This design comes from an exercise in tuning for small area and a short achievable clock period on the open sky130 flow, not from production work. RTL that was checked went through simulation tests only; none was proved equivalent to the original. The RTL of runs 1 to 3 was laid out without a check of its function. Power and IR drop assume default switching activity.

===== flow/design.v =====
package dma_pkg;
  localparam int DMA_BEAT_W = 128;
  localparam int DMA_WORD_W = 32;
  localparam int DMA_LANES  = 4;
  localparam logic [15:0] DMA_HDR_MAGIC = 16'hD5A7;
  localparam int MAGIC_HI = 31;
  localparam int MAGIC_LO = 16;
  localparam int LEN_HI   = 15;
  localparam int LEN_LO   = 0;
  typedef enum logic {
    RX_HDR,
    RX_PAYLOAD
  } rx_state_e;
  function automatic logic [DMA_WORD_W-1:0] beat_lane(
    input logic [DMA_BEAT_W-1:0] beat,
    input logic [1:0]            lane
  );
    beat_lane = beat[lane*DMA_WORD_W +: DMA_WORD_W];
  endfunction
endpackage
module dma_rx_fifo #(
  parameter int DEPTH = 16,
  parameter int WIDTH = 128
) (
  input  logic                   clk,
  input  logic [DEPTH-1:0]       we,
  input  logic [WIDTH-1:0]       wdata,
  input  logic [DEPTH-1:0]       rd_oh,
  input  logic [3*DEPTH-1:0]     nsel,      
  output logic [WIDTH/4-1:0]     nxt_word,
  output logic [WIDTH/4-1:0]     hdr_word
);
  localparam int WW = WIDTH / 4;
  logic [DEPTH*WIDTH-1:0] mem;
  always_ff @(posedge clk) begin
    for (int e = 0; e < DEPTH; e++)
      if (we[e]) mem[e*WIDTH +: WIDTH] <= wdata;
  end
  always_comb begin
    nxt_word = '0;
    hdr_word = '0;
    for (int e = 0; e < DEPTH; e++) begin
      for (int l = 1; l < 4; l++)
        nxt_word = nxt_word | ({WW{nsel[3*e+l-1]}} & mem[e*WIDTH + l*WW +: WW]);
      hdr_word = hdr_word | ({WW{rd_oh[(e+DEPTH-1)%DEPTH]}} & mem[e*WIDTH +: WW]);
    end
  end
endmodule
module dma_rx_unpacker #(
  parameter int          FIFO_DEPTH = 16,
  parameter logic [15:0] HDR_MAGIC  = dma_pkg::DMA_HDR_MAGIC,
  localparam int         LVL_W      = $clog2(FIFO_DEPTH) + 1
) (
  input  logic                  clk,
  input  logic                  reset_n,
  input  logic [dma_pkg::DMA_BEAT_W-1:0] dma_read_data,
  input  logic                  dma_read_valid,
  output logic [dma_pkg::DMA_WORD_W-1:0] out_data,
  output logic                  out_valid,
  input  logic                  out_ready,
  output logic                  out_last,
  output logic [LVL_W-1:0]      fifo_level,
  output logic                  overflow,
  input  logic                  ovf_clr,
  output logic                  frame_err,
  output logic [31:0]           frame_cnt,
  output logic [31:0]           drop_cnt
);
  localparam int AW = $clog2(FIFO_DEPTH);
  logic [AW-1:0]           wr_ptr, wr_ptr_d;
  logic [FIFO_DEPTH-1:0]   wr_en;       
  logic [FIFO_DEPTH-1:0]   rd_oh, rd_oh_d;
  logic [3*FIFO_DEPTH-1:0] nsel;        
  logic [FIFO_DEPTH-1:0]   we;
  logic [LVL_W-1:0]        level_d;
  logic                    full, empty, lvl_le1, lvl_1;
  logic                    push, pop;
  logic                    pay;         
  logic                    ov;          
  logic [3:0]              lane, lane_d;   
  logic [15:0]             rem;
  logic                    rem1;        
  logic                    hdr_ok;      
  logic [15:0]             hdr_len;
  logic                    hdr_len0, hdr_len1;
  logic [31:0]             nxt_word, hdr_word, w_word;
  logic                    hs, hdr_act, accept, last, lane3;
  assign push = dma_read_valid & ~full;
  assign we   = {FIFO_DEPTH{dma_read_valid}} & wr_en;
  dma_rx_fifo #(
    .DEPTH (FIFO_DEPTH),
    .WIDTH (dma_pkg::DMA_BEAT_W)
  ) u_fifo (
    .clk      (clk),
    .we       (we),
    .wdata    (dma_read_data),
    .rd_oh    (rd_oh),
    .nsel     (nsel),
    .nxt_word (nxt_word),
    .hdr_word (hdr_word)
  );
  assign w_word  = dma_read_data[31:0];
  assign hs      = ov & out_ready;
  assign hdr_act = ~pay & ~empty;
  assign accept  = hdr_act & hdr_ok & ~hdr_len0;
  assign last    = rem1;
  assign lane3   = lane[3];
  assign pop     = (hdr_act & (~hdr_ok | hdr_len0)) | (hs & (last | lane3));
  logic sel_nxt, sel_hdr, sel_w, sel_hold;
  logic pay_d, empty_d, valid_d, rem1_d;
  assign sel_nxt  = accept | (hs & ~last & ~lane3);
  assign sel_hdr  = hs & ~last & lane3 & ~lvl_le1;
  assign sel_w    = pay & dma_read_valid & (empty | (hs & ~last & lane3 & lvl_1));
  assign sel_hold = ov & ~out_ready;
  assign level_d  = fifo_level + LVL_W'(push) - LVL_W'(pop);
  assign wr_ptr_d = wr_ptr + AW'(push);
  assign pay_d    = accept | (pay & ~(hs & last));
  assign empty_d  = (level_d == '0);
  assign valid_d  = pay_d & ~empty_d;
  assign rem1_d   = accept ? hdr_len1 : (hs ? (rem == 16'd2) : rem1);
  assign lane_d   = accept ? 4'b0010 : (hs ? (last ? 4'b0001 : {lane[2:0], lane[3]}) : lane);
  assign rd_oh_d  = pop ? {rd_oh[FIFO_DEPTH-2:0], rd_oh[FIFO_DEPTH-1]} : rd_oh;
  always_ff @(posedge clk or negedge reset_n) begin
    if (!reset_n) begin
      out_data  <= '0;
      out_valid <= 1'b0;
      out_last  <= 1'b0;
      ov        <= 1'b0;
    end else begin
      out_data  <= ({32{sel_nxt}}  & nxt_word) |
                   ({32{sel_hdr}}  & hdr_word) |
                   ({32{sel_w}}    & w_word)   |
                   ({32{sel_hold}} & out_data);
      out_valid <= valid_d;
      ov        <= valid_d;
      out_last  <= valid_d & rem1_d;
    end
  end
  logic [31:0] hdr_src;
  assign hdr_src = lvl_le1 ? w_word : hdr_word;
  always_ff @(posedge clk) begin
    hdr_ok   <= (hdr_src[31:16] == HDR_MAGIC);
    hdr_len  <= hdr_src[15:0];
    hdr_len0 <= (hdr_src[15:0] == 16'd0);
    hdr_len1 <= (hdr_src[15:0] == 16'd1);
  end
  always_ff @(posedge clk or negedge reset_n) begin
    if (!reset_n) begin
      pay        <= 1'b0;
      lane       <= 4'b0001;
      rem        <= '0;
      rem1       <= 1'b0;
      frame_err  <= 1'b0;
      wr_ptr     <= '0;
      wr_en      <= FIFO_DEPTH'(1);
      rd_oh      <= FIFO_DEPTH'(1);
      nsel       <= (3*FIFO_DEPTH)'(1);
      fifo_level <= '0;
      full       <= 1'b0;
      empty      <= 1'b1;
      lvl_le1    <= 1'b1;
      lvl_1      <= 1'b0;
    end else begin
      frame_err <= hdr_act & ~hdr_ok;
      pay       <= pay_d;
      rem1      <= rem1_d;
      lane      <= lane_d;
      rd_oh     <= rd_oh_d;
      for (int e = 0; e < FIFO_DEPTH; e++)
        for (int l = 0; l < 3; l++)
          nsel[3*e+l] <= rd_oh_d[e] & lane_d[l];
      if (accept)  rem <= hdr_len;
      else if (hs) rem <= rem - 16'd1;
      wr_ptr     <= wr_ptr_d;
      for (int e = 0; e < FIFO_DEPTH; e++)
        wr_en[e] <= (wr_ptr_d == AW'(e)) & (level_d != LVL_W'(FIFO_DEPTH));
      fifo_level <= level_d;
      full       <= (level_d == LVL_W'(FIFO_DEPTH));
      empty      <= empty_d;
      lvl_le1    <= (level_d[LVL_W-1:1] == '0);
      lvl_1      <= (level_d == LVL_W'(1));
    end
  end
  always_ff @(posedge clk or negedge reset_n) begin
    if (!reset_n)                   overflow <= 1'b0;
    else if (dma_read_valid & full) overflow <= 1'b1;
    else if (ovf_clr)               overflow <= 1'b0;
  end
  logic frame_done;
  assign frame_done = (hdr_act & hdr_ok & hdr_len0) | (hs & last);
  always_ff @(posedge clk or negedge reset_n) begin
    if (!reset_n) begin
      frame_cnt <= '0;
      drop_cnt  <= '0;
    end else begin
      if (frame_done)            frame_cnt <= frame_cnt + 32'd1;
      if (dma_read_valid & full) drop_cnt  <= drop_cnt + 32'd1;
    end
  end
endmodule

===== flow/run.sh =====
#!/bin/bash
# synth_recipe.tcl (not shown) runs the flow's synth.tcl, then flattens the netlist and writes it again
# the make line also repeats each setting of config.mk as NAME=value (left out here)
make -C /OpenROAD-flow-scripts/flow DESIGN_CONFIG=/design/flow/config.mk WORK_HOME=/design/flow/orfs CLKGATE_MAP_FILE= SYNTH_SCRIPT=/design/flow/synth_recipe.tcl finish

===== flow/config.mk =====
export PLATFORM = sky130hd
export DESIGN_NAME = dma_rx_unpacker
export DESIGN_NICKNAME = dma_rx_unpacker
export VERILOG_FILES = /design/flow/design.v
export SDC_FILE = /design/flow/constraint.sdc
export NUM_CORES = 4
export LEC_CHECK = 0
export CAP_MARGIN = 20
export CORE_MARGIN = 2
export CORE_UTILIZATION = 40
export SETUP_SLACK_MARGIN = 2.95
export SLEW_MARGIN = 20

===== flow/constraint.sdc =====
create_clock -name core_clock -period 5.5 [get_ports {clk}]
set_input_delay 1.1000 -clock core_clock [delete_from_list [all_inputs] [get_ports {clk}]]
set_output_delay 1.1000 -clock core_clock [all_outputs]
set_load 0.01 [all_outputs]

==> metrics.cfg, run 1 <==
[clocking]
postCtsHoldBufs=0
htreeDepth=4
cts_buffers=219
tritoncts=yes
cts.sinks=2282
cts_buffer_depth=3
clkLatencyLatePin_ns=0.88
cts-root-buf=clkbuf_16
clkTransAtPathRegs_ns=0.06

[global_routing]
track_usage=0.2603
grt_pass1_vias=47130
grt_max_degree=107
antenna_found_initial=28
grt_pass1_wl_um=382000
grt-ovfl-total=0

[critical_path]
start_kind=primary input
critPathMaxFanout=11
crit_arrival_ns=3.52
r2r-start=hdr_ok$_DFF_P_
r2r-end=wr_en[0]$_DFF_PN1_
critPathKind=in -> reg
rr_worst_depth=14
crit_path_end_kind=flip-flop
r2r_slack_ns=2.79
cp_data_required_time_ns=6.30

[timing]
tightest_slew_ns=1.170
hold_violations=0
setup_viol_count_final=0
fmax_ghz=0.3679
setup-tns-final_ns=0
fin_crit_ns=2.718
finalClockSkew_ns=0.04954
rsz0062_at_grt=yes
maxSlewViolCount=0
slew-limit-headroom=0.2202
finalCritPeriodShare=0.4943

[floorplan]
coreArea_sq_mm=0.2042
dieWidth_um=456.6
io_pins=238
fp.dieArea_sq_mm=0.2085
initial_utilization=0.4013
rows=166
die_y_um=456.6

[drt]
routed_wl_um=278500
antenna_left=0
via_count=49300
drtIter0Drc=7932
drc=0
drt-pass1-iter-count=9
vias_per_cell=6.389
drt-wirelength-per-cell_um=36.09

[synthesis]
synthFlopType=edfxtp_1
synth_area_leaders=edfxtp_1, dfrtp_1, a221oi_1
ys_warn_count=2
yosysTopAreaCell=edfxtp_1
seq_area_frac_synth=0.8209
synth_cells=4326
syn_area_sq_mm=0.08194
syn-num-nets=4471
ys_seq_elements=2282
synth_edf_count=2048
synth_top_area_share=0.7505
synth_cell_types=56
syn_avg_cell_area_sq_um=18.94
ys_async_sr_fraction=0.09422

[outcome]
status=no timing/DRC/antenna violations

[final_layout]
nets=4969
final_cell_mix=edfxtp_1, a221oi_1, a22o_1
final_common_cell=edfxtp_1
areaGrowthSynthToFinish_pct=18.37
final_cell_count_no_fill=7716
drive_gt1_frac=0.1743

[min_path]
hold_class=in -> async

[place]
numPortBuffers=237
dp_hpwl_um=141400
finalWeightedCongestion=0.7972
dp_cells=7140

[power_and_ir_drop]
power_leakage_uw=0.03193
power.density_mw_per_mm2=416.7
vdd_drop_max_mv=0.3468

[flow_run]
maxCapViolations=0

[sequential cells by signal (all words and copies together), names as in the netlist, 5 cells and up]
register	count
drop_cnt	32
fifo_level	5
frame_cnt	32
hdr_len	16
nsel	48
out_data	32
rd_oh	16
rem	16
u_fifo.mem	2048
wr_en	16
[worst max-delay path, stage by stage]
cell and delay, ns:
clkdlybuf4s18_2 0.28, nand2_8 0.11, o32ai_4 0.15, ha_4 0.25, inv_2 0.06, ha_4 0.12
inv_2 0.03, fa_2 0.35, inv_2 0.06, a21o_1 0.11, a21oi_2 0.06, xnor2_2 0.14
nand3b_1 0.15, or3b_4 0.43, nor2_1 0.11
[cells by family (layout without fill, tap and decap cells)]
| group | Yosys count | after routing | synth area share |
|---|---|---|---|
| compound gates | 1130 | 1130 | 0.1172 |
| xor+xnor | 83 | 83 | 0.008872 |
| fa+ha+maj | 12 | 12 | 0.001924 |
| buf+inv | 296 | 982 | 0.01504 |
| flops | 2282 | 2282 | 0.8209 |
| mux | 34 | 34 | 0.004199 |
| other cells | 0 | 15 | 0 |
| simple gates | 489 | 490 | 0.03179 |
[how the worst max path moves through the flow]
stage,from,to,slack (ns),depth (start not counted)
floorplan,out_ready,wr_en[0]$_DFF_PN1_,1.97,17
global placement,out_ready,wr_en[0]$_DFF_PN1_,1.47,15
detailed placement,out_ready,wr_en[0]$_DFF_PN1_,1.46,15
finish,out_ready,wr_en[0]$_DFF_PN1_,2.78,15
global route,hdr_ok$_DFF_P_,wr_en[8]$_DFF_PN0_,2.67,14
CTS,nsel[30]$_DFF_PN0_,out_data[17]$_DFF_PN0_,2.79,6
[per-layer routing]
layer | routed length [um] | track usage | up-vias
li1 | - | - | 19280
met1 | 108200 | 0.3700 | 25910
met2 | 128000 | 0.4056 | 3589
met3 | 33630 | 0.05052 | 506
met4 | 8539 | 0.08111 | 14
met5 | 78 | 0 | -
[layout make-up]
| cell class | instances | area [sq um] |
|---|---|---|
| timing repair buffer | 514 | 5082 |
| fill | 16920 | 107200 |
| sequential | 2282 | 67470 |
| inverter | 58 | 217.7 |
| clock buffer | 289 | 5824 |
| tap | 2688 | 3363 |
| antenna | 15 | 37.54 |
| clock inverter | 121 | 1007 |
| multi-input combinational | 1749 | 13990 |
[repair_timing]
item | 4_1_cts | 5_1_grt
cloned | 2 | 0
pin swaps | 19 | 18
endpoints found under the setup margin | 518 | 88
setup buffers | 105 | 44
resized for setup | 627 | 68
[power breakdown]
group	internal, uW	leakage (uW)	total (uW)	switching [uW]
sequential	21600	0.0214	22200	633
clock	7930	0.00332	14500	6530
combinational	839	0.00725	3740	2900
[per-stage QoR]
| step | hold WS (ns) | util | total power (uW) | area [sq um] | setup slack, ns |
|---|---|---|---|---|---|
| 3_5_place_dp | 0.4209 | 0.4324 | 26080 | 88280 | 1.465 |
| 5_1_grt | 0.3525 | 0.4750 | 41500 | 96980 | 2.674 |
| 6_report | 0.3090 | 0.4751 | 40420 | 97000 | 2.782 |
| 3_3_place_gp | 0.4152 | 0.4323 | 25960 | 88270 | 1.472 |
| 2_1_floorplan | 0.3916 | - | 23960 | 82090 | 1.970 |
| 4_1_cts | 0.3019 | 0.4717 | 40390 | 96310 | 2.790 |
[cells in the mapped netlist (3+ instances only)]
cell / count
a21o_1: 3
a21oi_1: 7
a221oi_1: 502
a221oi_2: 3
a222oi_1: 4
a22o_1: 476
a22oi_1: 72
and2_1: 23
and3_1: 9
and4_1: 22
buf_1: 13
buf_2: 43
buf_6: 8
clkbuf_1: 172
dfrtp_1: 209
dfstp_2: 6
dfxtp_1: 19
edfxtp_1: 2048
ha_1: 11
inv_1: 58
mux2_2: 3
mux2i_1: 31
nand2_1: 56
nand2b_1: 7
nand3_1: 46
nand3b_1: 6
nand4_1: 119
nor2_1: 130
nor2b_1: 4
nor3_1: 41
nor3_2: 4
nor3b_1: 3
nor4_1: 6
o21ai_0: 44
o21ai_1: 9
xnor2_1: 68
xor2_1: 15
==> run 2: changes to the inputs <==
--- a/flow/config.mk
+++ b/flow/config.mk
@@ -8,5 +8,7 @@
 export CAP_MARGIN = 20
 export CORE_MARGIN = 2
 export CORE_UTILIZATION = 40
+export CTS_CLUSTER_DIAMETER = 80
+export CTS_CLUSTER_SIZE = 25
 export SETUP_SLACK_MARGIN = 2.95
 export SLEW_MARGIN = 20
==> run 2 against run 1 <==
Total power fell by 12%. Synthesized cell count stayed put. Largest power group unchanged. Still clean on timing, DRC and antenna. Combinational power is 3% higher.
==> metrics.cfg, run 2 <==
[outcome]
status=no timing/DRC/antenna violations

[synthesis]
synth_top_cells_by_count=edfxtp_1, a221oi_1, a22o_1
synthFlopType=edfxtp_1
seq_area_frac_synth=0.8209  ; unchanged
synth_cell_types=56  ; unchanged
synth_area_leaders=edfxtp_1, dfrtp_1, a221oi_1
synth_edf_count=2048  ; unchanged
synth.most_common_cell=edfxtp_1
syn_area_sq_mm=0.08194  ; unchanged
ys_seq_elements=2282  ; unchanged
synth_cells=4326  ; unchanged
ys_warn_count=2  ; unchanged
yosysTopAreaCell=edfxtp_1
syn_avg_cell_area_sq_um=18.94  ; unchanged
ys_async_sr_fraction=0.09422  ; unchanged
synth_top_area_share=0.7505  ; unchanged
syn-num-nets=4471  ; unchanged

[critical_path]
cp_data_required_time_ns=6.22  ; -0.08 ns
crit_arrival_ns=3.46  ; -0.06 ns
critPathKind=in -> reg
start_kind=primary input
cpMaxStageDelayCell=or3b_4
cp_top_family=simple AND/OR/NAND/NOR gates
crit_path_end_kind=flip-flop
cp_cell_sequence=clkdlybuf4s15_2 -> buf_8 -> nand2b_1 -> ha_4 -> inv_2 -> ha_4 -> inv_2 -> fa_2 -> xnor2_1 -> nor3_4 -> nand3b_1 -> or3b_4 -> nor2_1
cp_num_buf_inv=4  ; unchanged
max_stage_delay_ns=0.42  ; about the same
critPathMaxFanout=4  ; -7

[place]
numPortBuffers=237  ; unchanged
dp_hpwl_um=141400  ; unchanged
place_ws_ns=1.465  ; unchanged
finalWeightedCongestion=0.7972  ; unchanged

[timing]
finalClockSkew_ns=0.05006  ; +0.0005269 ns
hold_violations=0  ; unchanged
setup_viol_count_final=0  ; unchanged
fmax_ghz=0.3654  ; -0.66%
rsz0062_at_grt=yes
slew-limit-headroom=0.2439  ; +0.02362
tightest_slew_ns=1.131  ; -0.03907 ns
finalCritPeriodShare=0.4976  ; +0.003296
worst_slack_ns=2.763  ; -0.01813 ns
maxSlewViolCount=0  ; unchanged
fin_crit_ns=2.737  ; +0.01813 ns
setup-tns-final_ns=0  ; unchanged

[clocking]
cts-root-buf=clkbuf_16
htreeDepth=3  ; -1
cts.sinks=2282  ; unchanged
cts_buffer_depth=3  ; unchanged
clkTransAtPathRegs_ns=0.09  ; +0.03 ns
cts_buffers=109  ; -50%
clkLatencyLatePin_ns=0.81  ; -0.07 ns
postCtsHoldBufs=0  ; unchanged
tritoncts=yes

[power_and_ir_drop]
p_switching_uw=9162  ; -8.9%
seq_power_share=0.624  ; +0.074
vdd_drop_max_mv=0.3057  ; -12%
p_clk_frac=0.267  ; -0.091
p_comb_frac=0.108  ; +0.016
power.density_mw_per_mm2=379.4  ; -8.9%
power.internal_uw=26400  ; -13%
p_sw_frac=0.2576  ; +0.008722
power_leakage_uw=0.03037  ; -4.9%
power_uw=35560  ; -12%

[min_path]
hold_class=in -> async

[drt]
drc=0  ; unchanged
drt-pass1-iter-count=8  ; -1
routed_wl_um=280400  ; +0.69%
drt-wirelength-per-cell_um=37.38  ; +3.6%
antenna_left=0  ; unchanged
drtIter0Drc=8143  ; +2.7%
via_count=48900  ; -0.82%
vias_per_cell=6.519  ; +2.0%

[final_layout]
reg_top3=u_fifo.mem (2048), nsel (48)
final_cell_mix=edfxtp_1, a221oi_1, a22o_1
fin_util=0.4590  ; -0.01608
largest_register_ffs=2048  ; unchanged
regMostFlops=u_fifo.mem
nets=4883  ; -1.7%
drive_gt1_frac=0.1569  ; -0.01744
areaGrowthSynthToFinish_pct=14.37
final_common_cell=edfxtp_1

[global_routing]
grt_max_degree=107  ; unchanged
track_usage=0.2594  ; -0.0008933
antenna_found_initial=31  ; +11%
grt_pass1_vias=45930  ; -2.6%
grt_pass1_wl_um=380100  ; -0.49%
grt-ovfl-total=0  ; unchanged

[floorplan]
io_pins=238  ; unchanged
initial_utilization=0.4013  ; unchanged
fp.dieArea_sq_mm=0.2085  ; unchanged
rows=166  ; unchanged
coreArea_sq_mm=0.2042  ; unchanged
dieWidth_um=456.6  ; unchanged
die_y_um=456.6  ; unchanged

[flow_run]
maxCapViolations=0  ; unchanged

## run 2: layout make-up
cell class / instances / area [sq um]
fill: 17220 / 110500
tap: 2688 / 3363
inverter: 58 / 217.7
clock buffer: 134 / 2874
sequential: 2282 / 67470
clock inverter: 38 / 473.0
timing repair buffer: 532 / 5202
antenna: 14 / 35.03
multi-input combinational: 1755 / 14080
## run 2: metal layers
metal,part of all wire,GRT usage,up-vias
met5,0.00042,0,-
met4,0.032,0.07851,18
met3,0.12,0.04813,485
met2,0.46,0.4010,3495
met1,0.39,0.3741,25950
li1,-,-,18950
## run 2: cells by family after synthesis
group | after synthesis | share of synthesized area
compound gates | 1130 | 0.1172
xor+xnor | 83 | 0.008872
fa+ha+maj | 12 | 0.001924
buf+inv | 296 | 0.01504
flops | 2282 | 0.8209
mux | 34 | 0.004199
simple gates | 489 | 0.03179
## run 2: final timing paths
path                                     start                        end  cells past startpoint  slack [ns]
max                             dma_read_valid         wr_en[0]$_DFF_PN1_                     13        2.76
min                                    reset_n  frame_cnt[13]$_DFFE_PN0P_                      1        0.37
max reg2reg                     hdr_ok$_DFF_P_         wr_en[0]$_DFF_PN1_                     12        2.78
min reg2reg                hdr_len[15]$_DFF_P_        rem[15]$_DFFE_PN0P_                      2        0.44
max in group asynchronous              reset_n          nsel[4]$_DFF_PN0_                      2        4.06
min in group core_clock    hdr_len[15]$_DFF_P_        rem[15]$_DFFE_PN0P_                      2        0.44
## run 2: worst reg2reg max path, delay by kind of cell, from the launching register on
family | cells | cell delay [ns]
flip-flops | 1 | 0.39
adder cells (fa/ha/maj) | 3 | 0.72
AO/OA/AOI/OAI | 1 | 0.25
XOR/XNOR | 1 | 0.31
AND/OR/NAND/NOR | 5 | 0.91
buffers and inverters | 2 | 0.09
## run 2: repair_timing
| action | CTS | global route |
|---|---|---|
| pin swaps | 21 | 25 |
| gates cloned | 4 | 4 |
| endpoints found under the hold margin | 0 | 0 |
| resized for setup | 588 | 78 |
| buffers inserted | 141 | 26 |
| endpoints found under the setup margin | 869 | 226 |
## run 2: metrics by stage
step | std cells | hold WS, ns | instance area (sq um)
2_1_floorplan | 4326 | 0.3916 | 82090
3_3_place_gp | 7140 | 0.4152 | 88270
3_5_place_dp | 7140 | 0.4209 | 88280
4_1_cts | 7457 | 0.3592 | 93260
5_1_grt | 7498 | 0.4043 | 93700
6_report | 7501 | 0.3740 | 93710
## run 2: power by group through the flow
stage / Combinational (uW) / Sequential, uW / Clock, uW
floorplan: 1550 / 22400 / 0
global placement: 3490 / 22500 / 0
detailed placement: 3530 / 22600 / 0
CTS: 3710 / 22200 / 9570
global route: 3990 / 22400 / 10100
finish: 3860 / 22200 / 9500
==> run 3: changes to the inputs <==
--- a/flow/config.mk
+++ b/flow/config.mk
@@ -8,7 +8,7 @@
 export CAP_MARGIN = 20
 export CORE_MARGIN = 2
 export CORE_UTILIZATION = 40
-export CTS_CLUSTER_DIAMETER = 80
-export CTS_CLUSTER_SIZE = 25
+export CTS_CLUSTER_DIAMETER = 100
+export CTS_CLUSTER_SIZE = 30
 export SETUP_SLACK_MARGIN = 2.95
 export SLEW_MARGIN = 20
==> run 3 against run 2 <==
Final cell count is 0.61% lower. Critical path depth is 2 higher. Register-to-register slack about the same. Critical endpoint unchanged. Combinational power is essentially flat. Design area shrank 0.99%. Via count is 0.25% lower. Global-route usage grew 0.23 points. Setup slack worse by 0.035 ns. Clock skew fell by 0.011 ns. Synthesized area stayed put. Sequential power barely moved. Largest power group unchanged. Clock-buffer cell count decreased by 10.
==> metrics.cfg, run 3 <==
[outcome]
status=no timing/DRC/antenna violations

[power_and_ir_drop]
power_uw=34400  ; -3.3%
power.internal_uw=25540  ; -3.2%
seq_power_share=0.645  ; +0.021
p_clk_frac=0.242  ; -0.025
p_switching_uw=8855  ; -3.3%
vdd_drop_max_mv=0.2777  ; -9.1%
power_leakage_uw=0.02984  ; -1.7%
p_sw_frac=0.2574  ; about the same
power.density_mw_per_mm2=370.7  ; -2.3%
p_comb_frac=0.113  ; +0.005

[global_routing]
grt_pass1_vias=45890  ; -0.091%
grt_pass1_wl_um=382800  ; +0.71%
track_usage=0.2618  ; +0.002328
antenna_found_initial=32  ; +3.2%
grt_max_degree=107  ; unchanged
grt-ovfl-total=0  ; unchanged

[critical_path]
r2r-end=wr_en[0]$_DFF_PN1_
cpMostUsedCell=inv_2
cp_num_buf_inv=5  ; +1
crit_arrival_ns=3.47  ; about the same
rr_worst_depth=14  ; +2
crit_path_end_kind=flip-flop
cp_cell_sequence=clkdlybuf4s15_2 -> buf_8 -> nand2b_1 -> ha_4 -> inv_2 -> ha_4 -> inv_2 -> fa_2 -> inv_2 -> a21o_1 -> a21oi_2 -> xnor2_2 -> nand3b_1 -> or3b_4 -> nor2_1
critPathKind=in -> reg
crit_cells=15  ; +2
cp_top_family=simple AND/OR/NAND/NOR gates
r2r-start=hdr_ok$_DFF_P_
cp_data_required_time_ns=6.19  ; -0.03 ns
critPathMaxFanout=4  ; unchanged
r2r_slack_ns=2.77  ; about the same
start_kind=primary input
max_stage_delay_ns=0.42  ; about the same
cpMaxStageDelayCell=or3b_4

[synthesis]
ys_seq_elements=2282  ; unchanged
ys_warn_count=2  ; unchanged
syn-num-nets=4471  ; unchanged
synthFlopType=edfxtp_1
ys_async_sr_fraction=0.09422  ; unchanged
yosysTopAreaCell=edfxtp_1
syn_avg_cell_area_sq_um=18.94  ; unchanged
syn_area_sq_mm=0.08194  ; unchanged
synth_top_cells_by_count=edfxtp_1, a221oi_1, a22o_1
synth_area_leaders=edfxtp_1, dfrtp_1, a221oi_1
synth.most_common_cell=edfxtp_1
synth_top_area_share=0.7505  ; unchanged
synth_edf_count=2048  ; unchanged
synth_cell_types=56  ; unchanged
synth_cells=4326  ; unchanged
seq_area_frac_synth=0.8209  ; unchanged

[final_layout]
nets=4853  ; -0.61%
final_cell_count_no_fill=7455  ; -0.61%
final_cell_mix=edfxtp_1, a221oi_1, a22o_1
drive_gt1_frac=0.1414  ; -0.01552
finalInstanceArea_sq_mm=0.09279  ; -0.99%
regMostFlops=u_fifo.mem
reg_top3=u_fifo.mem (2048), nsel (48)
final_common_cell=edfxtp_1
largest_register_ffs=2048  ; unchanged
areaGrowthSynthToFinish_pct=13.24

[floorplan]
io_pins=238  ; unchanged
rows=166  ; unchanged
initial_utilization=0.4013  ; unchanged
die_y_um=456.6  ; unchanged
fp.dieArea_sq_mm=0.2085  ; unchanged
coreArea_sq_mm=0.2042  ; unchanged
dieWidth_um=456.6  ; unchanged

[drt]
drt-wirelength-per-cell_um=37.64  ; +0.69%
routed_wl_um=280600  ; about the same
vias_per_cell=6.543  ; +0.37%
drt-pass1-iter-count=6  ; -2
via_count=48780  ; -0.25%
drtIter0Drc=8061  ; -1.0%
antenna_left=0  ; unchanged
drc=0  ; unchanged

[place]
dp_cells=7140  ; unchanged
dp_hpwl_um=141400  ; unchanged
place_ws_ns=1.465  ; unchanged
finalWeightedCongestion=0.7972  ; unchanged
numPortBuffers=237  ; unchanged
placed_cell_area_sq_mm=0.08828  ; unchanged

[timing]
worst_slack_ns=2.728  ; -0.03502 ns
setup_viol_count_final=0  ; unchanged
tightest_slew_ns=1.148  ; +0.01756 ns
fmax_ghz=0.3608  ; -1.3%
setup-tns-final_ns=0  ; unchanged
maxSlewViolCount=0  ; unchanged
rsz0062_at_grt=yes
hold_violations=0  ; unchanged
slew-limit-headroom=0.2321  ; -0.01174
finalCritPeriodShare=0.5039  ; +0.006367
finalClockSkew_ns=0.03953  ; -0.01053 ns
fin_crit_ns=2.772  ; +0.03502 ns

[clocking]
postCtsHoldBufs=0  ; unchanged
cts-root-buf=clkbuf_16
cts.sinks=2282  ; unchanged
clkLatencyLatePin_ns=0.79  ; -0.02 ns
htreeDepth=3  ; unchanged
cts_buffer_depth=3  ; unchanged
cts_buffers=86  ; -21%
tritoncts=yes
clkTransAtPathRegs_ns=0.11  ; +0.02 ns

[flow_run]
maxCapViolations=0  ; unchanged

[min_path]
hold_class=in -> async

-- run 3: cell counts after synthesis --
Identical to the previous run, type by type.
-- run 3: stage by stage --
| stage | utilization | hold WS, ns |
|---|---|---|
| after floorplan | - | 0.3916 |
| after global placement | 0.4323 | 0.4152 |
| after detailed placement | 0.4324 | 0.4209 |
| after CTS | 0.4533 | 0.3868 |
| after global routing | 0.4544 | 0.4316 |
| final | 0.4545 | 0.3696 |
-- run 3: cell families (layout without fill, tap and decap cells) --
family                     after synthesis  after routing  share of synthesized area
other                                    0             14                          0
DFF                                   2282           2282                     0.8209
adders and majority gates               12             12                   0.001924
xor gates and xnor gates                83             83                   0.008872
and+or+nand+nor                        489            497                    0.03179
muxes                                   34             34                   0.004199
buffers and inverters                  296            715                    0.01504
AOI/OAI and AO/OA                     1130           1130                     0.1172
-- run 3: what timing repair did --
action | in CTS | in global routing
resized for setup | 506 | 82
buffers inserted | 137 | 22
setup endpoints to repair | 924 | 108
pin swaps | 25 | 25
cloned | 9 | 0
-- run 3: routing by layer --
| layer | vias to the layer above | track usage | wire (um) |
|---|---|---|---|
| met5 | - | 0 | 137 |
| met4 | 20 | 0.07789 | 9633 |
| met3 | 498 | 0.05227 | 33980 |
| met2 | 3497 | 0.4057 | 128100 |
| met1 | 25910 | 0.3745 | 108800 |
| li1 | 18850 | - | - |
-- run 3: area by class of cell --
| class | instances | area (sq um) |
|---|---|---|
| Timing Repair Buffer | 524 | 5115 |
| Antenna cell | 14 | 35.03 |
| Clock inverter | 9 | 147.6 |
| Tap cell | 2688 | 3363 |
| Fill cell | 17290 | 111400 |
| Sequential cell | 2282 | 67470 |
| Inverter | 58 | 217.7 |
| Clock buffer | 124 | 2369 |
| Multi-Input combinational cell | 1756 | 14070 |
-- run 3: worst max path at each step --
stage                        start            endpoint  slack [ns]
finish              dma_read_valid  wr_en[0]$_DFF_PN1_        2.73
CTS                 hdr_ok$_DFF_P_  wr_en[0]$_DFF_PN1_        2.77
detailed placement       out_ready  wr_en[0]$_DFF_PN1_        1.46
global placement         out_ready  wr_en[0]$_DFF_PN1_        1.47
floorplan                out_ready  wr_en[0]$_DFF_PN1_        1.97
global route        hdr_ok$_DFF_P_  wr_en[0]$_DFF_PN1_        2.65
-- run 3: power by group through the flow --
stage / Sequential (uW) / Clock, uW / Combinational, uW
4_1_cts: 22200 / 8370 / 3770
3_5_place_dp: 22600 / 0 / 3530
2_1_floorplan: 22400 / 0 / 1550
6_report: 22200 / 8310 / 3880
5_1_grt: 22400 / 8910 / 4020
3_3_place_gp: 22500 / 0 / 3490
==> run 4: changes to the inputs <==
--- a/flow/design.v
+++ b/flow/design.v
@@ -112,10 +112,25 @@
   assign sel_hdr  = hs & ~last & lane3 & ~lvl_le1;
   assign sel_w    = pay & dma_read_valid & (empty | (hs & ~last & lane3 & lvl_1));
   assign sel_hold = ov & ~out_ready;
-  assign level_d  = fifo_level + LVL_W'(push) - LVL_W'(pop);
+  logic inc, dec, keep;
+  logic full_d, lvl_1_d, lvl_le1_d;
+  logic lvl_2, lvl_top;
+  logic [LVL_W-1:0] level_inc, level_dec;
+  assign lvl_2     = (fifo_level == LVL_W'(2));
+  assign lvl_top   = (fifo_level == LVL_W'(FIFO_DEPTH - 1));
+  assign level_inc = fifo_level + 1'b1;
+  assign level_dec = fifo_level - 1'b1;
+  assign inc       = push & ~pop;
+  assign dec       = pop & ~push;
+  assign keep      = ~(inc | dec);
+  assign level_d   = ({LVL_W{inc}} & level_inc) | ({LVL_W{dec}} & level_dec) |
+                     ({LVL_W{keep}} & fifo_level);
+  assign full_d    = ~pop & (full | (lvl_top & push));
+  assign empty_d   = ~push & (empty | (lvl_1 & pop));
+  assign lvl_1_d   = (empty & push) | (lvl_1 & keep) | (lvl_2 & dec);
+  assign lvl_le1_d = empty_d | lvl_1_d;
   assign wr_ptr_d = wr_ptr + AW'(push);
   assign pay_d    = accept | (pay & ~(hs & last));
-  assign empty_d  = (level_d == '0);
   assign valid_d  = pay_d & ~empty_d;
   assign rem1_d   = accept ? hdr_len1 : (hs ? (rem == 16'd2) : rem1);
   assign lane_d   = accept ? 4'b0010 : (hs ? (last ? 4'b0001 : {lane[2:0], lane[3]}) : lane);
@@ -173,12 +188,12 @@
       else if (hs) rem <= rem - 16'd1;
       wr_ptr     <= wr_ptr_d;
       for (int e = 0; e < FIFO_DEPTH; e++)
-        wr_en[e] <= (wr_ptr_d == AW'(e)) & (level_d != LVL_W'(FIFO_DEPTH));
+        wr_en[e] <= (wr_ptr_d == AW'(e)) & ~full_d;
       fifo_level <= level_d;
-      full       <= (level_d == LVL_W'(FIFO_DEPTH));
+      full       <= full_d;
       empty      <= empty_d;
-      lvl_le1    <= (level_d[LVL_W-1:1] == '0);
-      lvl_1      <= (level_d == LVL_W'(1));
+      lvl_le1    <= lvl_le1_d;
+      lvl_1      <= lvl_1_d;
     end
   end
   always_ff @(posedge clk or negedge reset_n) begin
--- a/flow/config.mk
+++ b/flow/config.mk
@@ -8,7 +8,7 @@
 export CAP_MARGIN = 20
 export CORE_MARGIN = 2
 export CORE_UTILIZATION = 40
-export CTS_CLUSTER_DIAMETER = 100
-export CTS_CLUSTER_SIZE = 30
+export CTS_CLUSTER_DIAMETER = 80
+export CTS_CLUSTER_SIZE = 25
 export SETUP_SLACK_MARGIN = 2.95
 export SLEW_MARGIN = 20
==> run 4 against run 3 <==
Wire length fell by 0.99%. Via count rose by 0.23%. Flip-flop and latch count did not move. Critical path depth fell by 8. Die area fell by 0.12%. Global-route usage fell by 0.26 points. Critical path type is now reg -> reg. Highest routed layer unchanged.
==> metrics.cfg, run 4 <==
[outcome]
status=no timing/DRC/antenna violations

[final_layout]
final-seq-area_sq_mm=0.06746  ; about the same
final_cell_mix=edfxtp_1, a22o_1, a221oi_1
finalInstanceArea_sq_mm=0.09383  ; +1.1%
largest_register_ffs=2048  ; unchanged
regMostFlops=u_fifo.mem
reg_top3=u_fifo.mem (2048), nsel (48)
nets=4913  ; +1.2%
areaGrowthSynthToFinish_pct=14.65
final_common_cell=edfxtp_1
n_fill_cell=17170  ; -0.73%
drive_gt1_frac=0.1595  ; +0.01807
multi_input_area_sq_mm=0.01431  ; +1.7%

[synthesis]
yosysTopAreaCell=edfxtp_1
ys_async_sr_fraction=0.09422  ; unchanged
synth_top_cells_by_count=edfxtp_1, a221oi_1, a22o_1
seq_area_frac_synth=0.8219  ; +0.001004
synth_edf_count=2048  ; unchanged
synth_compound_area_frac=0.1178  ; +0.0005715
synthSimpleGateAreaFrac=0.03232  ; +0.0005281
ys_warn_count=2  ; unchanged
syn_avg_cell_area_sq_um=18.81  ; -0.67%
synth_cell_types=54  ; -3.6%
ys_seq_elements=2282  ; unchanged
muxShareOfSynthArea=0.004204  ; +0.000005136
synthFlopType=edfxtp_1
synth_area_leaders=edfxtp_1, dfrtp_1, a221oi_1
syn_area_sq_mm=0.08184  ; -0.12%
synth_adder_area_share=0.001835  ; -0.00008938
synth_xor_xnor_area_share=0.008347  ; -0.0005242
synth.most_common_cell=edfxtp_1
synth_top_area_share=0.7515  ; +0.0009180
synth_cells=4350  ; +0.55%
syn-num-nets=4495  ; +0.54%
synth_top_family_by_area=compound AO/OA/AOI/OAI gates

[power_and_ir_drop]
power.internal_uw=25610  ; +0.24%
vdd_drop_max_mv=0.3248  ; +17%
p_sw_frac=0.2482  ; -0.009224
p_comb_frac=0.089  ; -0.024
power.density_mw_per_mm2=363.0  ; -2.1%
power_leakage_uw=0.03060  ; +2.5%
seq_power_share=0.640  ; -0.005
p_clk_frac=0.271  ; +0.029
p_switching_uw=8454  ; -4.5%

[global_routing]
grt-ovfl-total=0  ; unchanged
use_met1=0.3680  ; -0.006478
grt_pass1_vias=46530  ; +1.4%
grt_max_degree=116  ; +8.4%
track_usage=0.2591  ; -0.002612
use_met3=0.04948  ; -0.002795
met2_usage=0.4079  ; +0.002151
grt_pass1_wl_um=380400  ; -0.63%
grt_busiest_layer=met2
antenna_found_initial=24  ; -25%

[place]
finalWeightedCongestion=0.8253  ; +3.5%
placed_cell_area_sq_mm=0.08834  ; about the same
numPortBuffers=237  ; unchanged
dp_hpwl_um=146000  ; +3.3%

[drt]
drc=0  ; unchanged
drt-pass1-iter-count=6  ; unchanged
via_count=48890  ; +0.23%
antenna_left=0  ; unchanged
routed_wl_um=277800  ; -0.99%
vias_per_cell=6.501  ; -0.63%
drtIter0Drc=7934  ; -1.6%
drt-wirelength-per-cell_um=36.94  ; -1.8%

[critical_path]
cp_num_buf_inv=2  ; -3
cp_top_family=simple AND/OR/NAND/NOR gates
cp_cell_sequence=buf_4 -> buf_16 -> a22o_1 -> a221oi_2 -> nand4_1 -> nor3_4 -> o21ai_0
max_stage_delay_ns=0.57  ; +0.15 ns
critPathMaxFanout=15  ; +11
cp_data_required_time_ns=6.15  ; -0.04 ns
critPathKind=reg -> reg
crit_path_end_kind=flip-flop
start_kind=flip-flop
crit_arrival_ns=3.26  ; -0.21 ns
cpMaxStageDelayCell=nor3_4

[floorplan]
rows=166  ; unchanged
fp.dieArea_sq_mm=0.2082  ; -0.12%
die_y_um=456.3  ; about the same
dieWidth_um=456.3  ; about the same
io_pins=238  ; unchanged
coreArea_sq_mm=0.2040  ; -0.10%
initial_utilization=0.4013  ; about the same

[clocking]
clkTransAtPathRegs_ns=0.10  ; about the same
tritoncts=yes
postCtsHoldBufs=0  ; unchanged
cts_buffers=105  ; +22%
cts-root-buf=clkbuf_16
htreeDepth=3  ; unchanged
clkLatencyLatePin_ns=0.82  ; +0.03 ns
cts.sinks=2282  ; unchanged
cts_buffer_depth=3  ; unchanged

[min_path]
hold_class=in -> async

[timing]
fmax_ghz=0.3825  ; +6.0%
fin_crit_ns=2.614  ; -0.1573 ns
setup_viol_count_final=0  ; unchanged
slew-limit-headroom=0.2093  ; -0.02281
rsz0062_at_grt=yes
hold_violations=0  ; unchanged
maxSlewViolCount=0  ; unchanged
setup-tns-final_ns=0  ; unchanged
tightest_slew_ns=1.186  ; +0.03791 ns
finalClockSkew_ns=0.05359  ; +0.01406 ns
finalCritPeriodShare=0.4753  ; -0.02859

[flow_run]
maxCapViolations=0  ; unchanged

## run 4: final timing paths
kind	from	end	slack [ns]	depth (start not counted)
worst max-delay path	nsel[4]$_DFF_PN0_	out_data[15]$_DFF_PN0_	2.89	7
worst min-delay path	reset_n	out_data[4]$_DFF_PN0_	0.31	1
worst max register to register	nsel[4]$_DFF_PN0_	out_data[15]$_DFF_PN0_	2.89	7
worst min register to register	hdr_len[13]$_DFF_P_	rem[13]$_DFFE_PN0P_	0.44	2
max in group asynchronous	reset_n	frame_cnt[20]$_DFFE_PN0P_	3.98	2
min in group core_clock	hdr_len[13]$_DFF_P_	rem[13]$_DFFE_PN0P_	0.44	2
## run 4: power by group through the flow
stage	Combinational, uW	Sequential, uW	Clock (uW)
global route	3110	21900	9850
global placement	2860	22100	0
floorplan	1200	22000	0
detailed placement	2900	22200	0
finish	3020	21800	9250
CTS	2970	21800	9300
## run 4: layer usage
metal / wire length [um] / vias to the layer above
met4: 8760 / 10
li1: - / 19020
met1: 105900 / 25730
met3: 33680 / 479
met2: 129400 / 3650
met5: 79 / -
## run 4: final cells by class
class / instances / area share
clock buffers: 146 / 0.03080
clock inverters: 22 / 0.002934
inverters: 51 / 0.002040
well taps: 2688 / 0.03584
flip-flops and latches: 2282 / 0.7190
diodes: 3 / 0.00008001
multi-input cells: 1777 / 0.1525
repair buffers: 551 / 0.05681
## run 4: cells by family after synthesis
kind of cell,after synthesis
simple gates,510
mux,34
fa+ha+maj,12
buf+inv,294
flops,2282
xor+xnor,78
compound gates,1140
## run 4: what timing repair did
action,4_1_cts,5_1_grt
cloned,3,0
setup buffers,139,41
gates resized for setup,530,112
pin swaps,22,29
endpoints found under the setup margin,1945,145
## run 4: stage by stage
stage / hold WS [ns] / instances / power, uW / util / setup WS [ns]
3_5_place_dp: 0.4204 / 7166 / 25060 / 0.4331 / 1.472
2_1_floorplan: 0.4096 / 4350 / 23200 / - / 2.770
5_1_grt: 0.3425 / 7520 / 34890 / 0.4600 / 2.867
3_3_place_gp: 0.4178 / 7166 / 24970 / 0.4331 / 1.481
6_report: 0.3113 / 7520 / 34060 / 0.4600 / 2.886
4_1_cts: 0.3182 / 7476 / 34020 / 0.4572 / 2.902
## run 4: worst register-to-register path: stages, from the launching register on
cell	delay [ns]
dfrtp_2	0.40
buf_4	0.28
buf_16	0.27
a22o_1	0.25
a221oi_2	0.25
nand4_1	0.23
nor3_4	0.57
o21ai_0	0.19
==> run 5: changes to the inputs <==
--- a/flow/config.mk
+++ b/flow/config.mk
@@ -10,5 +10,6 @@
 export CORE_UTILIZATION = 40
 export CTS_CLUSTER_DIAMETER = 80
 export CTS_CLUSTER_SIZE = 25
-export SETUP_SLACK_MARGIN = 2.95
+export PLACE_DENSITY = 0.7
+export SETUP_SLACK_MARGIN = 3.1
 export SLEW_MARGIN = 20
==> run 5 against run 4 <==
Still clean on timing, DRC and antenna. Worst hold slack worse by 0.045 ns. Combinational power grew 2%. Synthesized area unchanged. Total power down 0.20%. Utilization increased by 0.71 points. Wire length hardly changed. Critical path type unchanged.
==> metrics.cfg, run 5 <==
[min_path]
hold_class=in -> async

[synthesis]
seq_area_frac_synth=0.8219  ; unchanged
syn_avg_cell_area_sq_um=18.81  ; unchanged
syn-num-nets=4495  ; unchanged
yosysTopAreaCell=edfxtp_1
synth.most_common_cell=edfxtp_1
synth_edf_count=2048  ; unchanged
synth_area_leaders=edfxtp_1, dfrtp_1, a221oi_1
syn_area_sq_mm=0.08184  ; unchanged
ys_async_sr_fraction=0.09422  ; unchanged
synth_top_cells_by_count=edfxtp_1, a221oi_1, a22o_1
ys_seq_elements=2282  ; unchanged
synthFlopType=edfxtp_1
synth_cells=4350  ; unchanged
ys_warn_count=2  ; unchanged
synth_top_area_share=0.7515  ; unchanged
synth_cell_types=54  ; unchanged

[floorplan]
initial_utilization=0.4013  ; unchanged
dieWidth_um=456.3  ; unchanged
coreArea_sq_mm=0.2040  ; unchanged
fp.dieArea_sq_mm=0.2082  ; unchanged
die_y_um=456.3  ; unchanged
rows=166  ; unchanged
io_pins=238  ; unchanged

[timing]
setup_viol_count_final=0  ; unchanged
maxSlewViolCount=0  ; unchanged
finalCritPeriodShare=0.4624  ; -0.01289
fmax_ghz=0.3932  ; +2.8%
setup-tns-final_ns=0  ; unchanged
worst_slack_ns=2.957  ; +0.07087 ns
slew-limit-headroom=0.2206  ; +0.01129
hold_violations=0  ; unchanged
rsz0062_at_grt=yes
fin_crit_ns=2.543  ; -0.07087 ns
timing.hold.ws_ns=0.2663  ; -0.04498 ns
tightest_slew_ns=1.167  ; -0.01885 ns
finalClockSkew_ns=0.03847  ; -0.01512 ns

[outcome]
status=no timing/DRC/antenna violations

[drt]
via_count=50160  ; +2.6%
routed_wl_um=278000  ; about the same
drt-wirelength-per-cell_um=36.57  ; -1.0%
vias_per_cell=6.599  ; +1.5%
drtIter0Drc=9969  ; +26%
drc=0  ; unchanged
antenna_left=0  ; unchanged
drt-pass1-iter-count=6  ; unchanged

[critical_path]
critPathKind=reg -> reg
start_kind=flip-flop
rr_worst_depth=7  ; unchanged
crit_path_end_kind=flip-flop
critPathMaxFanout=10  ; -5
cp_data_required_time_ns=6.12  ; -0.03 ns
crit_arrival_ns=3.16  ; -0.10 ns

[final_layout]
regMostFlops=u_fifo.mem
nets=4985  ; +1.5%
fin_util=0.4672  ; +0.007134
drive_gt1_frac=0.1842  ; +0.02470
reg_top3=u_fifo.mem (2048), nsel (48)
areaGrowthSynthToFinish_pct=16.43
final_cell_mix=edfxtp_1, a22o_1, a221oi_1
largest_register_ffs=2048  ; unchanged
final_cell_count_no_fill=7602  ; +1.1%
final_common_cell=edfxtp_1

[clocking]
cts-root-buf=clkbuf_16
cts_buffers=104  ; -0.95%
clkLatencyLatePin_ns=0.81  ; about the same
cts.sinks=2282  ; unchanged
clkTransAtPathRegs_ns=0.10  ; about the same
tritoncts=yes
htreeDepth=3  ; unchanged
cts_buffer_depth=3  ; unchanged

[power_and_ir_drop]
power_leakage_uw=0.03132  ; +2.4%
power.density_mw_per_mm2=356.7  ; -1.7%
vdd_drop_max_mv=0.3070  ; -5.5%

[flow_run]
maxCapViolations=0  ; unchanged

[global_routing]
track_usage=0.2551  ; -0.004056
grt_pass1_vias=47490  ; +2.1%
grt_pass1_wl_um=376400  ; -1.0%
grt_max_degree=84  ; -28%
grt-ovfl-total=0  ; unchanged
antenna_found_initial=32  ; +33%

[place]
numPortBuffers=237  ; unchanged
dp_cells=7164  ; -0.028%
finalWeightedCongestion=0.8431  ; +2.2%
place_ws_ns=1.358  ; -0.1145 ns
dp_hpwl_um=146300  ; +0.20%

-- run 5: cell counts after synthesis --
No cell type changed its count.
-- run 5: metrics by stage --
stage | power [uW] | cell area, sq um
3_3_place_gp | 24900 | 88360
4_1_cts | 33830 | 93800
6_report | 33990 | 95290
2_1_floorplan | 23210 | 82090
5_1_grt | 34740 | 95270
3_5_place_dp | 25040 | 88360
-- run 5: final timing paths --
check	start	to	slack (ns)
max in group asynchronous	reset_n	frame_cnt[21]$_DFFE_PN0P_	3.99
max reg2reg	nsel[27]$_DFF_PN0_	out_data[29]$_DFF_PN0_	2.96
min reg2reg	hdr_len[12]$_DFF_P_	rem[12]$_DFFE_PN0P_	0.44
max	nsel[27]$_DFF_PN0_	out_data[29]$_DFF_PN0_	2.96
min	reset_n	out_data[5]$_DFF_PN0_	0.27
min in group core_clock	hdr_len[12]$_DFF_P_	rem[12]$_DFFE_PN0P_	0.44
-- run 5: area by class of cell --
| cell class | count | area (sq um) |
|---|---|---|
| Antenna cell | 16 | 40.04 |
| Clock buffer | 153 | 2850 |
| Clock inverter | 11 | 191.4 |
| Fill cell | 16660 | 108700 |
| Inverter | 51 | 193.9 |
| Multi-Input combinational cell | 1785 | 14720 |
| Sequential cell | 2282 | 67480 |
| Tap cell | 2688 | 3363 |
| Timing Repair Buffer | 616 | 6452 |
-- run 5: routing by layer --
layer | wire length, um | GRT usage
met5 | 124 | 0
met4 | 12690 | 0.1012
met3 | 43600 | 0.08016
met2 | 125500 | 0.3897
met1 | 96110 | 0.3401
-- run 5: kinds of logic (layout without fill, tap and decap cells) --
group / after synthesis / in the layout / synth area share
multiplexers: 34 / 34 / 0.004204
adder cells (fa/ha/maj): 12 / 12 / 0.001835
buffers and inverters: 294 / 831 / 0.01355
flip-flops: 2282 / 2282 / 0.8219
AND/OR/NAND/NOR: 510 / 519 / 0.03232
other: 0 / 16 / 0
XOR/XNOR: 78 / 78 / 0.008348
AO/OA/AOI/OAI: 1140 / 1142 / 0.1178
-- run 5: repair_timing --
item	4_1_cts	5_1_grt
endpoints found under the setup margin	2301	197
resized for setup	749	139
hold endpoints to repair	0	0
pin swaps	43	53
cloned	11	6
hold buffers	0	0
setup buffers	179	62
-- run 5: critical path, stage by stage (launching register included) --
cell and delay [ns]:
dfrtp_4 0.53, buf_12 0.17, buf_16 0.16, a22o_1 0.24
a221oi_2 0.20, nand4_1 0.27, nor3_4 0.58, o21ai_0 0.20
-- run 5: where the power goes --
| part | internal [uW] | total (uW) | switching (uW) |
|---|---|---|---|
| Sequential | 21200 | 21900 | 658 |
| Combinational | 633 | 3090 | 2460 |
| Clock | 3670 | 9010 | 5330 |
| Total | 25500 | 34000 | 8450 |
==> run 6: changes to the inputs <==
--- a/flow/config.mk
+++ b/flow/config.mk
@@ -10,6 +10,5 @@
 export CORE_UTILIZATION = 40
 export CTS_CLUSTER_DIAMETER = 80
 export CTS_CLUSTER_SIZE = 25
-export PLACE_DENSITY = 0.7
-export SETUP_SLACK_MARGIN = 3.1
+export SETUP_SLACK_MARGIN = 3.15
 export SLEW_MARGIN = 20
==> run 6 against run 5 <==
Still clean. Synthesized cell count stayed put. Sequential share of layout area shrank 0.63 points. Flip-flop and latch count did not move. Maximum frequency down 0.28%. Final cell count is 0.41% higher. Die area unchanged. Wire length grew 3.3%. Global-route usage up 1.1 points. Register-to-register slack about the same. Utilization is 0.43 points higher. Non-clock buffer count grew 28. Highest routed layer unchanged.
==> metrics.cfg, run 6 <==
[synthesis]
seq_area_frac_synth=0.8219  ; unchanged
syn_area_sq_mm=0.08184  ; unchanged
synth_edf_count=2048  ; unchanged
synth_adder_area_share=0.001835  ; unchanged
synthSimpleGateAreaFrac=0.03232  ; unchanged
syn_avg_cell_area_sq_um=18.81  ; unchanged
synth_area_leaders=edfxtp_1, dfrtp_1, a221oi_1
synth_compound_area_frac=0.1178  ; unchanged
muxShareOfSynthArea=0.004204  ; unchanged
synth_top_family_by_area=compound AO/OA/AOI/OAI gates
ys_async_sr_fraction=0.09422  ; unchanged
ys_warn_count=2  ; unchanged
synth_top_cells_by_count=edfxtp_1, a221oi_1, a22o_1
synth_cell_types=54  ; unchanged
synth.most_common_cell=edfxtp_1
synthFlopType=edfxtp_1
yosysTopAreaCell=edfxtp_1
synth_cells=4350  ; unchanged
synth_xor_xnor_area_share=0.008347  ; unchanged
ys_seq_elements=2282  ; unchanged
synth_top_area_share=0.7515  ; unchanged
syn-num-nets=4495  ; unchanged

[global_routing]
grt_pass1_wl_um=390300  ; +3.7%
track_usage=0.2664  ; +0.01127
grt-ovfl-total=0  ; unchanged
antenna_found_initial=32  ; unchanged
grt_max_degree=117  ; +39%
grt_pass1_vias=46930  ; -1.2%

[final_layout]
final_common_cell=edfxtp_1
drive_gt1_frac=0.2045  ; +0.02031
nets=5014  ; +0.58%
regMostFlops=u_fifo.mem
largest_register_ffs=2048  ; unchanged
reg_top3=u_fifo.mem (2048), nsel (48)
final_cell_mix=edfxtp_1, a22o_1, a221oi_1
areaGrowthSynthToFinish_pct=17.50

[drt]
drt-pass1-iter-count=6  ; unchanged
drtIter0Drc=8997  ; -9.8%
drc=0  ; unchanged
antenna_left=0  ; unchanged
routed_wl_um=287100  ; +3.3%
vias_per_cell=6.515  ; -1.3%
via_count=49730  ; -0.87%
drt-wirelength-per-cell_um=37.62  ; +2.9%

[critical_path]
max_stage_delay_ns=0.50  ; -0.08 ns
critPathMaxFanout=2  ; -8
crit_arrival_ns=1.45  ; -1.71 ns
crit_path_end_kind=output pin
cp_cell_sequence=buf_6
start_kind=flip-flop
r2r_slack_ns=2.96  ; about the same
r2r-end=hdr_ok$_DFF_P_
cp_top_family=flip-flops
rr_worst_depth=8  ; +1
r2r-start=rd_oh[8]$_DFF_PN0_
cp_num_buf_inv=1  ; -1
cpMaxStageDelayCell=dfrtp_2
cp_data_required_time_ns=4.40  ; -1.72 ns
critPathKind=reg -> out

[clocking]
tritoncts=yes
clkTransAtPathRegs_ns=0.10  ; about the same
htreeDepth=3  ; unchanged
cts_buffers=107  ; +2.9%
cts.sinks=2282  ; unchanged
cts-root-buf=clkbuf_16
cts_buffer_depth=3  ; unchanged
clkLatencyLatePin_ns=0.83  ; +0.02 ns

[timing]
tightest_slew_ns=1.048  ; -0.1192 ns
finalCritPeriodShare=0.4637  ; +0.001278
fmax_ghz=0.3921  ; -0.28%
hold_violations=0  ; unchanged
timing.hold.ws_ns=0.3282  ; +0.06182 ns
setup-tns-final_ns=0  ; unchanged
slew-limit-headroom=0.2991  ; +0.07849
finalClockSkew_ns=0.05655  ; +0.01807 ns
maxSlewViolCount=0  ; unchanged
fin_crit_ns=2.550  ; +0.007030 ns
setup_viol_count_final=0  ; unchanged
rsz0062_at_grt=yes

[min_path]
hold_class=in -> async

[floorplan]
initial_utilization=0.4013  ; unchanged
io_pins=238  ; unchanged
dieWidth_um=456.3  ; unchanged
die_y_um=456.3  ; unchanged
fp.dieArea_sq_mm=0.2082  ; unchanged
rows=166  ; unchanged
coreArea_sq_mm=0.2040  ; unchanged

[power_and_ir_drop]
power.density_mw_per_mm2=357.1  ; about the same
power_leakage_uw=0.03173  ; +1.3%
vdd_drop_max_mv=0.2774  ; -9.7%

[flow_run]
maxCapViolations=0  ; unchanged

[outcome]
status=no timing/DRC/antenna violations

[place]
finalWeightedCongestion=0.8385  ; -0.55%
numPortBuffers=237  ; unchanged
dp_hpwl_um=151000  ; +3.2%

[run 6: cell count changes in the layout (fill, tap and decap cells not counted), sizes merged, moves of 4 or more]
cell,delta
clkdlybuf4s50,+5
clkinv,+11
inv,+4
dlymetal6s2s,-6
buf,+26
clkbuf,-10
[run 6: worst max-delay path by stage]
stage                                      start                          to  depth (start not counted)
after CTS                  out_data[0]$_DFF_PN0_                 out_data[0]                          1
after global placement                 out_ready      out_data[14]$_DFF_PN0_                          8
after floorplan                   dma_read_valid  u_fifo.mem[1000]$_DFFE_PP_                          3
after global routing       out_data[0]$_DFF_PN0_                 out_data[0]                          1
final                     out_data[22]$_DFF_PN0_                out_data[22]                          1
after detailed placement               out_ready       out_data[1]$_DFF_PN0_                          8
[run 6: logic make-up (layout without fill, tap and decap cells)]
| kind of cell | count (synthesis) | in the layout |
|---|---|---|
| other | 0 | 15 |
| and+or+nand+nor | 510 | 518 |
| buffers and inverters | 294 | 865 |
| AOI/OAI and AO/OA | 1140 | 1141 |
| DFF | 2282 | 2282 |
| muxes | 34 | 34 |
| adders and majority gates | 12 | 12 |
| xor gates and xnor gates | 78 | 78 |
[run 6: timing repair]
action | in CTS | in global routing
cloned | 11 | 7
pin swaps | 59 | 76
hold buffers | 0 | 0
endpoints found under the setup margin | 2248 | 144
resized for setup | 792 | 181
buffers inserted | 188 | 62
[run 6: through the flow]
stage | worst slack [ns] | total power [uW] | cells | cell area, sq um | utilization
3_5_place_dp | 1.473 | 25090 | 7180 | 88530 | 0.4341
4_1_cts | 2.903 | 34270 | 7549 | 94530 | 0.4635
3_3_place_gp | 1.546 | 25010 | 7180 | 88530 | 0.4341
5_1_grt | 2.909 | 35190 | 7625 | 96140 | 0.4714
6_report | 2.950 | 34340 | 7633 | 96160 | 0.4715
2_1_floorplan | 2.770 | 23210 | 4350 | 82120 | -
[run 6: power by group]
group	switching (uW)	internal, uW
logic	2450	668
registers	683	21200
clock network	5480	3820
total	8610	25700
[run 6: layout make-up]
type | count | area [sq um]
Antenna cell | 15 | 37.54
Fill cell | 16950 | 107800
Sequential cell | 2282 | 67490
Clock inverter | 28 | 340.3
Inverter | 51 | 193.9
Timing Repair Buffer | 644 | 6693
Tap cell | 2688 | 3363
Clock buffer | 142 | 2882
Multi-Input combinational cell | 1783 | 15160
[run 6: per-layer routing]
metal  up-vias  share of wire  global-route usage
met5         -        0.00066                   0
met4        26          0.036             0.08899
met3       576           0.13             0.06732
met2      3859           0.46              0.4144
met1     26010           0.37              0.3663
li1      19260              -                   -
==> run 7: changes to the inputs <==
--- a/flow/config.mk
+++ b/flow/config.mk
@@ -10,5 +10,5 @@
 export CORE_UTILIZATION = 40
 export CTS_CLUSTER_DIAMETER = 80
 export CTS_CLUSTER_SIZE = 25
-export SETUP_SLACK_MARGIN = 3.15
+export SETUP_SLACK_MARGIN = 3.05
 export SLEW_MARGIN = 20
==> run 7 against run 6 <==
Still clean. Clock skew rose by 0.0031 ns. Global-route usage is 0.34 points lower. Register-to-register slack improved by 0.05 ns. First-iteration DRC count is 6.3% lower. Non-clock buffer count down 31. Synthesized cell count did not move. Clock power grew 3.4%. Setup slack got worse by 0.0048 ns. Utilization decreased by 0.43 points. Critical endpoint is now out_data[0].
==> metrics.cfg, run 7 <==
[outcome]
status=no timing/DRC/antenna violations

[final_layout]
final_cell_mix=edfxtp_1, a22o_1, a221oi_1
final_cell_count_no_fill=7597  ; -0.47%
nets=4981  ; -0.66%
areaGrowthSynthToFinish_pct=16.42
reg_top3=u_fifo.mem (2048), nsel (48)
final_common_cell=edfxtp_1
drive_gt1_frac=0.1874  ; -0.01704
regMostFlops=u_fifo.mem
largest_register_ffs=2048  ; unchanged
n_fill_cell=17010  ; +0.36%

[clocking]
cts_buffers=110  ; +2.8%
htreeDepth=3  ; unchanged
tritoncts=yes
clkTransAtPathRegs_ns=0.10  ; about the same
clkLatencyLatePin_ns=0.82  ; about the same
cts.sinks=2282  ; unchanged
cts_buffer_depth=3  ; unchanged
cts-root-buf=clkbuf_16
postCtsHoldBufs=0  ; unchanged

[critical_path]
critPathMaxFanout=2  ; unchanged
cp_top_family=flip-flops
cp_cell_sequence=buf_6
cp_num_buf_inv=1  ; unchanged
start_kind=flip-flop
cp_data_required_time_ns=4.40  ; about the same
critPathKind=reg -> out
max_stage_delay_ns=0.51  ; about the same
crit_path_end_kind=output pin
cpMaxStageDelayCell=dfrtp_2
crit_arrival_ns=1.46  ; about the same

[synthesis]
synth.most_common_cell=edfxtp_1
ys_warn_count=2  ; unchanged
syn-num-nets=4495  ; unchanged
ys_seq_elements=2282  ; unchanged
syn_area_sq_mm=0.08184  ; unchanged
synth_top_area_share=0.7515  ; unchanged
synth_top_cells_by_count=edfxtp_1, a221oi_1, a22o_1
synth_cells=4350  ; unchanged
synth_edf_count=2048  ; unchanged
ys_async_sr_fraction=0.09422  ; unchanged
yosysTopAreaCell=edfxtp_1
synthFlopType=edfxtp_1
syn_avg_cell_area_sq_um=18.81  ; unchanged
synth_cell_types=54  ; unchanged
seq_area_frac_synth=0.8219  ; unchanged
synth_area_leaders=edfxtp_1, dfrtp_1, a221oi_1

[floorplan]
dieWidth_um=456.3  ; unchanged
io_pins=238  ; unchanged
die_y_um=456.3  ; unchanged
rows=166  ; unchanged
coreArea_sq_mm=0.2040  ; unchanged
initial_utilization=0.4013  ; unchanged
fp.dieArea_sq_mm=0.2082  ; unchanged

[timing]
maxSlewViolCount=0  ; unchanged
slew-limit-headroom=0.2036  ; -0.09552
tightest_slew_ns=1.195  ; +0.1466 ns
setup-tns-final_ns=0  ; unchanged
finalCritPeriodShare=0.4646  ; +0.0008764
rsz0062_at_grt=yes
fmax_ghz=0.3913  ; -0.19%
fin_crit_ns=2.555  ; +0.004820 ns
finalClockSkew_ns=0.05963  ; +0.003077 ns
hold_violations=0  ; unchanged
setup_viol_count_final=0  ; unchanged

[global_routing]
grt_pass1_wl_um=386300  ; -1.0%
grt_max_degree=70  ; -40%
track_usage=0.2629  ; -0.003414
antenna_found_initial=30  ; -6.3%
grt-ovfl-total=0  ; unchanged
grt_pass1_vias=46680  ; -0.53%

[drt]
via_count=49670  ; -0.12%
wl_met3_um=34090  ; -7.7%
drtIter0Drc=8427  ; -6.3%
vias_per_cell=6.538  ; +0.35%
drt-pass1-iter-count=5  ; -1
top_layer=met5
drt-wirelength-per-cell_um=37.37  ; -0.65%
wl_met2_um=131900  ; -0.51%
drc=0  ; unchanged
wl_met1_um=108200  ; +1.0%
antenna_left=0  ; unchanged
routed_wl_um=283900  ; -1.1%

[place]
dp_hpwl_um=149700  ; -0.85%
finalWeightedCongestion=0.8304  ; -0.97%
dp_cells=7178  ; -0.028%
numPortBuffers=237  ; unchanged

[power_and_ir_drop]
vdd_drop_max_mv=0.2955  ; +6.5%
power_leakage_uw=0.03129  ; -1.4%
power.density_mw_per_mm2=362.3  ; +1.5%

[flow_run]
maxCapViolations=0  ; unchanged

[min_path]
hold_class=in -> async

==> run 7: cell count changes in the layout (fill, tap and decap cells not counted), sizes merged <==
cell          delta
and2             -5
buf             -30
bufbuf           -1
bufinv           +5
clkbuf          -11
clkinvlp         +4
diode            -4
dlygate4sd2      -1
dlymetal6s2s     +1
inv              +6
==> run 7: final cells by class <==
class	count	area, sq um	area share
Multi-Input combinational cell	1778	14600	0.1533
Tap cell	2688	3363	0.03530
Timing Repair Buffer	613	6210	0.06517
Sequential cell	2282	67470	0.7081
Inverter	51	191.4	0.002009
Antenna cell	11	27.53	0.0002889
Clock buffer	131	2904	0.03048
Clock inverter	43	509.2	0.005345
==> run 7: final timing paths <==
kind                                  startpoint                 end  slack (ns)  cells past startpoint
max                        out_data[0]$_DFF_PN0_         out_data[0]        2.94                      1
min                                      reset_n  rem[9]$_DFFE_PN0P_        0.29                      1
max reg2reg                  rd_oh[10]$_DFF_PN0_    hdr_len1$_DFF_P_        3.01                      8
min reg2reg                   hdr_len[2]$_DFF_P_  rem[2]$_DFFE_PN0P_        0.44                      1
max in group asynchronous                reset_n  nsel[36]$_DFF_PN0_        4.01                      2
min in group core_clock       hdr_len[2]$_DFF_P_  rem[2]$_DFFE_PN0P_        0.44                      1
==> run 7: metal layers <==
layer  vias to the layer above  track usage
li1                      19170            -
met1                     26160       0.3712
met2                      3795       0.4111
met3                       527      0.05332
met4                        12      0.08188
met5                         -            0
==> run 7: what timing repair did <==
item / CTS / global route
setup buffers: 166 / 58
cloned: 4 / 6
pin swaps: 35 / 38
endpoints found under the setup margin: 2200 / 258
gates resized for setup: 713 / 129
==> run 7: kinds of logic (layout without fill, tap and decap cells) <==
group,count (synthesis),in the layout,share of synthesized area
flip-flops,2282,2282,0.8219
AND/OR/NAND/NOR,510,513,0.03232
buffers and inverters,294,838,0.01355
adder cells (fa/ha/maj),12,12,0.001835
AO/OA/AOI/OAI,1140,1141,0.1178
XOR/XNOR,78,78,0.008348
other,0,11,0
multiplexers,34,34,0.004204
==> run 7: where the power goes <==
group          total, uW  leakage [uW]  switching (uW)  internal [uW]
Clock               9620       0.00167            5550           4080
Combinational       3020       0.00822            2400            617
Sequential         21900        0.0214             634          21200
Total              34500        0.0313            8590          25900
==> run 7: metrics by stage <==
step / utilization / worst slack [ns] / instance area, sq um / hold WS, ns / total power, uW
6_report: 0.4672 / 2.945 / 95280 / 0.2910 / 34520
5_1_grt: 0.4671 / 2.903 / 95270 / 0.3077 / 35350
4_1_cts: 0.4611 / 2.900 / 94040 / 0.2534 / 34490
3_5_place_dp: 0.4337 / 1.409 / 88460 / 0.4190 / 25080
3_3_place_gp: 0.4337 / 1.485 / 88460 / 0.4168 / 25010
2_1_floorplan: - / 2.770 / 82070 / 0.4096 / 23200

## re-timing with driven ports
Ports are ideal in the flow. The routed layouts listed here were re-timed in OpenROAD.
Step 1 sets driving cells, clkbuf_16 on the clock port and buf_2 on the other inputs (assumed; they add their load-dependent delay and slew).
Step 2 moves the port delays by t, midway between the first and last clock arrival at a register: inputs arrive t later, outputs are due t later. That takes back most of the time a late clock gives input paths.
a / b / c = no drivers / after step 1 / after step 2; a / b = the first two.
run	t, ns	setup slack, ns	worst hold slack (ns)	worst slew at a driven data input, ns
run 1	0.938	2.782 / 2.786 / 1.890	0.309 / 0.276 / 0.436	0.18
run 2	0.865	2.763 / 2.780 / 1.929	0.374 / 0.344 / 0.441	0.18
run 3	0.848	2.728 / 2.754 / 1.906	0.370 / 0.339 / 0.443	0.19
run 4	0.869	2.886 / 2.862 / 2.327	0.311 / 0.287 / 0.436	0.13
run 5	0.863	2.957 / 2.877 / 2.216	0.266 / 0.235 / 0.442	0.18
run 6	0.879	2.950 / 2.865 / 2.170	0.328 / 0.296 / 0.445	0.21
run 7	0.874	2.945 / 2.862 / 2.270	0.291 / 0.262 / 0.438	0.18
After both steps setup and hold are still met in every run listed. For run 1, which loses most, drivers alone change the setup slack by +0.004 ns; drivers and shift together by -0.892 ns.
